From an optimization exercise on the open Yosys and OpenROAD flow, aimed at small area, a short achievable clock period and few clock cycles per item; shortcuts taken in it are not production practice.
RTL that was checked went through simulation tests only; none was proved equivalent to the original.
Power is estimated from default activity; no workload was simulated.

// differential_temp_fan_stepper_core
module differential_temp_fan_stepper_core
(
    input  wire logic        clk,
    input  wire logic        rst_n,
    input  wire logic        sensor_valid,
    output logic             sensor_ready,
    input  wire logic [15:0] sensor_sample_a,
    input  wire logic [15:0] sensor_sample_b,
    output logic             status_valid,
    input  wire logic        status_ready,
    output logic [2:0]       status_fan_level,
    output logic             status_level_changed,
    output logic             status_compared,
    output logic [14:0]      status_average_difference,
    output logic             status_relay_low_cap,
    output logic             status_relay_high_cap,
    output logic             status_main_relay,
    input  wire logic        cfg_valid,
    output logic             cfg_ready,
    input  wire logic [3:0]  cfg_index,
    input  wire logic [15:0] cfg_data
);
    logic [THRESH_W-1:0] thr_reg [4];
    logic                in_fire;
    logic                adv;           
    logic                shift;         
    logic                take_e;        
  ...
Size: ~400 flip-flops, roughly 83 I/O pins.
export LEC_CHECK = 0
export ABC_AREA = 1
export CAP_MARGIN = 20
export CORE_MARGIN = 2
export CORE_UTILIZATION = 40
export CTS_CLUSTER_DIAMETER = 120
export CTS_CLUSTER_SIZE = 22
export SETUP_SLACK_MARGIN = 5
export SLEW_MARGIN = 20
export SYNTH_HIERARCHICAL = 1
create_clock -name core_clock -period 8.0 [get_ports {clk}]
standard.sh (not shown) runs the stock make flow with config.mk's settings and CLKGATE_MAP_FILE= SYNTH_SCRIPT=/design/flow/synth_recipe.tcl, a recipe that flattens the netlist after the stock synthesis.
==> flow/flow/run.sh <==
#!/bin/bash
# Layout flow: the standard flow (standard.sh, synthesis to finish),
# unchanged except that buffer_ports builds the input and output port
# buffers from sky130_fd_sc_hd__buf_2 rather than the cell it picks itself.
# standard.sh's full output is kept in standard.log in this folder.
set -e
export BUFFER_PORTS_ARGS="-buffer_cell sky130_fd_sc_hd__buf_2"
bash standard.sh > standard.log 2>&1
Rerun with:
--- a/flow/design.v
+++ b/flow/design.v
@@ -265,13 +265,15 @@
     logic                pend_next;
     logic                skid_v_next;
     logic                w_neg;
     logic [DSUM_W-2:0]   w_y;
     logic [3:0]          w_rb;
     logic                e_v_reg;
-    logic [DSUM_W+3:0]   e_reg;
+    logic [DSUM_W+3:0]   e_in;          
+    logic [2:0]          e_r8;          
+    logic [DSUM_W+6:0]   e_reg;
     logic                e_neg;
     logic [3:0]          e_rb;
     logic [DSUM_W-2:0]   y;
     logic [SAMPLE_W-1:0] quot;
     logic                inc;
     logic                q_v_reg;
@@ -347,20 +349,25 @@
     end
     always_ff @(posedge clk)
     begin
         if (!skid_v_reg || adv)
             skid_reg <= {w_neg, w_y, w_rb};
         if (adv)
-            e_reg <= skid_v_reg ? skid_reg : {w_neg, w_y, w_rb};
+            e_reg <= {e_in, e_r8};
     end
-    assign e_neg = e_reg[DSUM_W+3];
-    assign y     = e_reg[DSUM_W+2:4];
-    assign e_rb  = e_reg[3:0];
+    assign e_in = skid_v_reg ? skid_reg : {w_neg, w_y, w_rb};
+    assign e_r8 = dtfs_pkg::oh_enc5(dtfs_pkg::oh_add5(dtfs_pkg::oh_mod5({2'b00, e_in[DSUM_W+2:DSUM_W+1]}),
+                                                      dtfs_pkg::oh_add5(dtfs_pkg::oh_mod5(e_in[DSUM_W:DSUM_W-3]),
+                                                                        dtfs_pkg::oh_mod5(e_in[DSUM_W-4:DSUM_W-7]))));
+    assign e_neg = e_reg[DSUM_W+6];
+    assign y     = e_reg[DSUM_W+5:7];
+    assign e_rb  = e_reg[6:3];
     dtfs_div10 u_div10 (
         .neg  (e_neg),
         .y    (y),
+        .r8   (dtfs_pkg::oh_dec5(e_reg[2:0])),
         .rb   (e_rb),
         .quot (quot),
         .inc  (inc)
     );
     always_ff @(posedge clk or negedge rst_n)
     begin
@@ -458,21 +465,19 @@
     assign status_main_relay         = main_reg;
 endmodule
 module dtfs_div10
 (
     input  wire logic                neg,
     input  wire logic [DSUM_W-2:0]   y,
+    input  wire logic [4:0]          r8,        
     input  wire logic [3:0]          rb,
     output logic [SAMPLE_W-1:0]      quot,
     output logic                     inc
 );
     logic [4:0]  r [DSUM_W-1];      
-    logic [4:0]  r8;                
     logic [17:0] q;
-    assign r8 = dtfs_pkg::oh_add5(dtfs_pkg::oh_mod5({2'b00, y[18:17]}),
-                                  dtfs_pkg::oh_add5(dtfs_pkg::oh_mod5(y[16:13]), dtfs_pkg::oh_mod5(y[12:9])));
     always_comb
     begin
         r[18] = 5'b00001;
         for (int i = 17; i >= 0; i--)
         begin
             q[i] = dtfs_pkg::q_step((i == 7) ? r8 : r[i+1], y[i+1]);
What happened: The new run went through all stages and came out clean; clock skew decreases by 8.0 ps; synthesized area rises slightly; total power rose by a few percent; clock-buffer cell count shrinks by 1; sequential share of layout area goes up by 0.98 points; design area fell slightly; sequential cell count goes up by 3; critical path depth is lower by 20; setup slack gets better by 210 ps; first-iteration DRC count is higher by a few percent; via count fell slightly; global-route usage climbs by 0.21 points; routed wire length is higher slightly; utilization went down by 0.80 points.
Testbench counts after the change, summed over its fixed seeds: cycles 16,040, items 16,000.
The RTL of the first run of this note was laid out without a check of its function.

==> port drivers added, routing unchanged <==
How much do the figures lean on ideal ports? The routed layouts below were timed once more, with nothing changed but the port constraints.
Step 1, drivers: a clkbuf_16 drives clk and a buf_2 each remaining input, both assumed.
Step 2, shift: input delay + t, output delay - t, t = (earliest + latest rising clock arrival at the registers) / 2. This alone moves slack from input paths to output paths.
a / b / c = ideal / step 1 / step 2; a / b = the first two.
run	t (ns)	slack for setup (ns)	worst setup path after step 2	slew at the worst register clock pin (ns)	cell pins on the clock port's net
the first run	0.601	4.902 / 4.902 / 4.604	input to register	0.11 / 0.11	1
the second run	0.601	5.116 / 5.141 / 4.540	input to register	0.10 / 0.10	1
After both steps setup and hold are still met in every run listed. For the second run, which loses most, drivers alone change the setup slack by +0.025 ns; drivers and shift together by -0.576 ns.
